Context: an optimization exercise on an open-source flow, tuned for small area. The choices shown serve that exercise and are no tape-out recipe.
At most, simulation tests tie the RTL to the original design; equivalence was not proved.
No activity file was given, so power comes from the tool's default toggle rates.

==> module pulse_gen_channel, before the edit <==
module pulse_gen_channel #(
    parameter int CNT_W = pulse_gen_pkg::DEFAULT_CNT_W
) (
    input  logic             clk,
    input  logic             rst,
    input  logic             start,
    input  logic             stop,
    input  logic             gated,
    input  logic             per_le1,
    input  logic [CNT_W-1:0] nload_cnt,
    input  logic [CNT_W-1:0] nload_pl,
    input  logic [CNT_W-1:0] nwcl,
    input  logic [CNT_W-1:0] nlm1,
    output logic             pulse,
    output logic             busy,
    output logic             done
);
    logic             b, h, q, sl, lch, gact;
    logic [CNT_W-1:0] ncnt, nhq, nlq, npl;
    logic             idle, hi, cnt_hi0, pl_hi0, phase_end, fin, fire, gfire, rise, kill;
    logic             b_n, h_n, q_n;
    assign lch       = ~b & h & q;
    assign gact      = ~b & ~h & q;
    assign idle      = ~b & ~(h & q);
    assign hi        = b & h;
    assign cnt_hi0   = &ncnt[CNT_W-1:1];
    assign pl_hi0    = &npl[CNT_W-1:2];
    assign phase_end = cnt_hi0 & (ncnt[0] ^ hi);
    assign fin       = pl_hi0 & npl[1] & ~npl[0];
    assign rise      = start & sl;
    assign fire      = gact ? (pl_hi0 & npl[0]) : per_le1;
    assign gfire     = idle & gated & start & fire;
    assign kill      = rst | stop;
    logic             s_load, s_inc, s_lq, s_hq, pl_en, pl_step;
    logic [CNT_W-1:0] cnt_inc, pl_inc;
    assign s_load  = idle;
    assign s_inc   = ~idle & ~phase_end;
    assign s_lq    = ~idle & phase_end & hi;
    assign s_hq    = ~idle & phase_end & ~hi;
    assign pl_en   = idle | (hi & phase_end & ~(pl_hi0 & npl[1] & npl[0]));
    assign pl_step = ~idle | (gated & gact);
    assign cnt_inc = pulse_gen_pkg::inc(ncnt);
    assign pl_inc  = pulse_gen_pkg::inc(npl);
    always_comb begin
        if (b) begin
            b_n = ~(h & phase_end & fin);
            h_n = h ? (~phase_end | fin) : phase_end;
            q_n = 1'b0;
        end else if (lch) begin
            b_n = 1'b1;
            h_n = phase_end;
            q_n = 1'b0;
        end else begin
            b_n = gfire;
            h_n = gfire | (~gated & rise);
            q_n = ~gated ? rise : (start & ~fire);
        end
    end
    always_ff @(posedge clk) begin
        if (kill) begin
            b <= 1'b0;
            h <= 1'b0;
            q <= 1'b0;
        end else begin
            b <= b_n;
            h <= h_n;
            q <= q_n;
        end
        sl <= ~start & ~rst;
        ncnt <= ({CNT_W{s_load}} & nload_cnt) | ({CNT_W{s_inc}} & cnt_inc)
              | ({CNT_W{s_lq}} & nlq) | ({CNT_W{s_hq}} & nhq);
        if (idle) begin
            nhq <= nwcl;
            nlq <= nlm1;
        end
        if (pl_en) npl <= pl_step ? pl_inc : nload_pl;
    end
    assign pulse = hi;
    assign busy  = b;
    assign done  = ~b & h & ~q;
endmodule
clock: 5.5 ns
lec_check: 0
cap_margin: 20
core_margin: 2
core_utilization: 40
cts_buf_list: sky130_fd_sc_hd__clkbuf_16
cts_cluster_diameter: 80
cts_cluster_size: 25
slew_margin: 20
standard.sh (not shown) runs the stock make flow with config.mk's settings and CLKGATE_MAP_FILE= SYNTH_SCRIPT=/design/flow/synth_recipe.tcl, a recipe that flattens the netlist after the stock synthesis.
==> flow/flow/run.sh <==
#!/bin/bash
# Standard layout (standard.sh) with two changes:
#  - synthesis maps logic with an area-oriented ABC script (flow/abc_area.script);
#    registers and their names are untouched, ABC only maps combinational logic;
#  - every input and output port gets the smallest buffer (buf_1).
set -euo pipefail
rm -rf scripts_custom
cp -r "$FLOW_HOME/scripts" scripts_custom
cp flow/abc_area.script scripts_custom/abc_speed.script
export SCRIPTS_DIR="$PWD/scripts_custom"
export BUFFER_PORTS_ARGS="-buffer_cell sky130_fd_sc_hd__buf_1"
bash standard.sh > standard_flow.log 2>&1
==> flow/flow/abc_area.script <==
&get -n
&st
&dch
&nf -R 1000
&st
&dch
&nf -R 1000
&put
topo
stime -c
Next try:
--- a/flow/design.v
+++ b/flow/design.v
@@ -30,17 +30,14 @@
     output logic             busy,
     output logic             done
 );
-    logic             b, h, q, sl, lch, gact;
+    logic             b, h, lch, gact, sl;
     logic [CNT_W-1:0] ncnt, nhq, nlq, npl;
-    logic             idle, hi, cnt_hi0, pl_hi0, phase_end, fin, fire, gfire, rise, kill;
-    logic             b_n, h_n, q_n;
-    assign lch       = ~b & h & q;
-    assign gact      = ~b & ~h & q;
-    assign idle      = ~b & ~(h & q);
-    assign hi        = b & h;
+    logic             idle, cnt_hi0, pl_hi0, phase_end, fin, fire, gfire, rise, kill;
+    logic             b_n, h_n, lch_n, gact_n;
+    assign idle      = ~b & ~lch;
     assign cnt_hi0   = &ncnt[CNT_W-1:1];
     assign pl_hi0    = &npl[CNT_W-1:2];
-    assign phase_end = cnt_hi0 & (ncnt[0] ^ hi);
+    assign phase_end = cnt_hi0 & (ncnt[0] ^ h);
     assign fin       = pl_hi0 & npl[1] & ~npl[0];
     assign rise      = start & sl;
     assign fire      = gact ? (pl_hi0 & npl[0]) : per_le1;
@@ -50,9 +47,9 @@
     logic [CNT_W-1:0] cnt_inc, pl_inc;
     assign s_load  = idle;
     assign s_inc   = ~idle & ~phase_end;
-    assign s_lq    = ~idle & phase_end & hi;
-    assign s_hq    = ~idle & phase_end & ~hi;
-    assign pl_en   = idle | (hi & phase_end & ~(pl_hi0 & npl[1] & npl[0]));
+    assign s_lq    = ~idle & phase_end & h;
+    assign s_hq    = ~idle & phase_end & ~h;
+    assign pl_en   = idle | (b & h & phase_end & ~(pl_hi0 & npl[1] & npl[0]));
     assign pl_step = ~idle | (gated & gact);
     assign cnt_inc = pulse_gen_pkg::inc(ncnt);
     assign pl_inc  = pulse_gen_pkg::inc(npl);
@@ -60,26 +57,27 @@
         if (b) begin
             b_n = ~(h & phase_end & fin);
             h_n = h ? (~phase_end | fin) : phase_end;
-            q_n = 1'b0;
         end else if (lch) begin
             b_n = 1'b1;
             h_n = phase_end;
-            q_n = 1'b0;
         end else begin
             b_n = gfire;
-            h_n = gfire | (~gated & rise);
-            q_n = ~gated ? rise : (start & ~fire);
+            h_n = gfire;
         end
     end
+    assign lch_n  = idle & ~gated & rise;
+    assign gact_n = idle & gated & start & ~fire;
     always_ff @(posedge clk) begin
         if (kill) begin
-            b <= 1'b0;
-            h <= 1'b0;
-            q <= 1'b0;
+            b    <= 1'b0;
+            h    <= 1'b0;
+            lch  <= 1'b0;
+            gact <= 1'b0;
         end else begin
-            b <= b_n;
-            h <= h_n;
-            q <= q_n;
+            b    <= b_n;
+            h    <= h_n;
+            lch  <= lch_n;
+            gact <= gact_n;
         end
         sl <= ~start & ~rst;
         ncnt <= ({CNT_W{s_load}} & nload_cnt) | ({CNT_W{s_inc}} & cnt_inc)
@@ -90,9 +88,9 @@
         end
         if (pl_en) npl <= pl_step ? pl_inc : nload_pl;
     end
-    assign pulse = hi;
+    assign pulse = b & h;
     assign busy  = b;
-    assign done  = ~b & h & ~q;
+    assign done  = ~b & h;
 endmodule
 module programmable_pulse_generator #(
     parameter int NUM_CH = 4,
What happened:
- The new run ran to the end with no violations
- area after synthesis increases by 1.1%
- worst hold slack is worse by 0.042 ns
- via count came out higher by 1.5%
- sequential power went up by about 3%
- routed wire length climbs by about 2.7%
- final cell count came out higher by about 2%
- utilization is about the same
- count of clock-buffer cells in the layout is unchanged

programmable_pulse_generator, a different RTL version from the one above (not shown whole).
For scale: about 1200 cells after synthesis, roughly 280 flip-flops.
==> module programmable_pulse_generator, before the edit <==
module programmable_pulse_generator #(
    parameter int NUM_CH = 4,
    parameter int CNT_W  = pulse_gen_pkg::DEFAULT_CNT_W
) (
    input  logic              clk,
    input  logic              rst,
    input  logic [NUM_CH-1:0] start,
    input  logic [NUM_CH-1:0] stop,
    input  logic [1:0]        mode,
    input  logic [CNT_W-1:0]  delay_cfg,
    input  logic [CNT_W-1:0]  width_cfg,
    input  logic [CNT_W-1:0]  period_cfg,
    input  logic [CNT_W-1:0]  count_cfg,
    output logic [NUM_CH-1:0] pulse,
    output logic [NUM_CH-1:0] busy,
    output logic [NUM_CH-1:0] done
);
    logic             gated, cont, per_le1;
    logic [CNT_W-1:0] wcl, lm1, load_cnt, load_pl;
    logic [CNT_W:0]   lc;
    assign gated   = (mode == pulse_gen_pkg::MODE_GATED);
    assign cont    = (mode == pulse_gen_pkg::MODE_CONT);
    assign per_le1 = (period_cfg[CNT_W-1:1] == '0);
    assign wcl = {width_cfg[CNT_W-1:1], width_cfg[0] | (width_cfg == '0)};
    logic [CNT_W-1:0] pg, pp, gg, gp;
    assign pg = period_cfg & ~wcl;
    assign pp = period_cfg ^ ~wcl;
    always_comb begin
        gg = pg;
        gp = pp;
        for (int d = 1; d < CNT_W; d = d * 2)
            for (int i = 2 * d - 1; i < CNT_W; i = i + 2 * d) begin
                gg[i] = gg[i] | (gp[i] & gg[i-d]);
                gp[i] = gp[i] & gp[i-d];
            end
        for (int d = CNT_W / 4; d >= 1; d = d / 2)
            for (int i = 3 * d - 1; i < CNT_W; i = i + 2 * d) begin
                gg[i] = gg[i] | (gp[i] & gg[i-d]);
                gp[i] = gp[i] & gp[i-d];
            end
    end
    assign lc = {gg[CNT_W-1], pp ^ {gg[CNT_W-2:0], 1'b0}};
    assign lm1 = lc[CNT_W] ? lc[CNT_W-1:0] : '0;
    assign load_cnt = gated ? wcl : delay_cfg;
    assign load_pl  = gated ? period_cfg
                    : ((mode == pulse_gen_pkg::MODE_BURST) ? count_cfg : '0);
    for (genvar i = 0; i < NUM_CH; i++) begin : g_ch
        pulse_gen_channel #(
            .CNT_W(CNT_W)
        ) u_ch (
            .clk      (clk),
            .rst      (rst),
            .start    (start[i]),
            .stop     (stop[i]),
            .gated    (gated),
            .cont     (cont),
            .per_le1  (per_le1),
            .nload_cnt(~load_cnt),
            .nload_pl (~load_pl),
            .nwcl     (~wcl),
            .nlm1     (~lm1),
            .pulse    (pulse[i]),
            .busy     (busy[i]),
            .done     (done[i])
        );
    end
endmodule
clock: 5.5 ns
lec_check: 0
cap_margin: 20
core_margin: 2
core_utilization: 40
cts_buf_list: sky130_fd_sc_hd__clkbuf_16
cts_cluster_diameter: 80
cts_cluster_size: 25
slew_margin: 20
==> flow/flow/abc_area.script <==
strash
dch
map -a
topo
stime -c
Scripts as last shown in full above: flow/flow/run.sh
The first run ran to the end with no violations.
Change:
--- a/flow/design.v
+++ b/flow/design.v
@@ -117,26 +117,9 @@
     assign gated   = (mode == pulse_gen_pkg::MODE_GATED);
     assign cont    = (mode == pulse_gen_pkg::MODE_CONT);
     assign per_le1 = (period_cfg[CNT_W-1:1] == '0);
     assign wcl = {width_cfg[CNT_W-1:1], width_cfg[0] | (width_cfg == '0)};
-    logic [CNT_W-1:0] pg, pp, gg, gp;
-    assign pg = period_cfg & ~wcl;
-    assign pp = period_cfg ^ ~wcl;
-    always_comb begin
-        gg = pg;
-        gp = pp;
-        for (int d = 1; d < CNT_W; d = d * 2)
-            for (int i = 2 * d - 1; i < CNT_W; i = i + 2 * d) begin
-                gg[i] = gg[i] | (gp[i] & gg[i-d]);
-                gp[i] = gp[i] & gp[i-d];
-            end
-        for (int d = CNT_W / 4; d >= 1; d = d / 2)
-            for (int i = 3 * d - 1; i < CNT_W; i = i + 2 * d) begin
-                gg[i] = gg[i] | (gp[i] & gg[i-d]);
-                gp[i] = gp[i] & gp[i-d];
-            end
-    end
-    assign lc = {gg[CNT_W-1], pp ^ {gg[CNT_W-2:0], 1'b0}};
+    assign lc = {1'b0, period_cfg} + {1'b0, ~wcl};
     assign lm1 = lc[CNT_W] ? lc[CNT_W-1:0] : '0;
     assign load_cnt = gated ? wcl : delay_cfg;
     assign load_pl  = gated ? period_cfg
                     : ((mode == pulse_gen_pkg::MODE_BURST) ? count_cfg : '0);
The new run completed with no timing, DRC or antenna violations.
Power came out higher by 0.73%.
Die area goes up by 0.93%.
Clock-buffer cell count went down by 2.
Area after synthesis is higher by 0.95%.
Sequential power hardly moves.
Cell count increases by 3.2%.
Clock skew increases by 11 ps.
Via count climbs by 3.2%.
Cell area rose by 0.88%.
Critical path depth goes up by 2.
Routed wire length is about the same.
Function not checked in the first run of this note: the RTL went through the layout flow alone.

-- re-timing with driven ports --
The results above use ideal ports. As a check the final layouts listed here were re-extracted and re-timed, cells and wires unchanged.
Step 1: set_driving_cell puts a clkbuf_16 on clk and a buf_2 on each other input, an assumption about the parent block.
Step 2 also shifts input and output timing later by t, the mid clock arrival at the registers, as if the neighbouring blocks saw the same clock.
Slacks: ideal / step 1 / step 2; pairs: ideal / step 1.
run	shift t [ns]	setup slack, ns	hold WS [ns]
the first run of note 1	0.539	0.820 / 0.842 / 0.303	0.469 / 0.469 / 0.469
the second run of note 1	0.541	0.880 / 0.908 / 0.367	0.427 / 0.427 / 0.427
the first run of note 2	0.538	1.275 / 1.305 / 0.768	0.438 / 0.438 / 0.438
the second run of note 2	0.545	1.053 / 1.080 / 0.535	0.453 / 0.453 / 0.453
After both steps setup and hold are still met in every run listed. For the second run of note 2, which loses most, drivers alone change the setup slack by +0.027 ns; drivers and shift together by -0.518 ns.
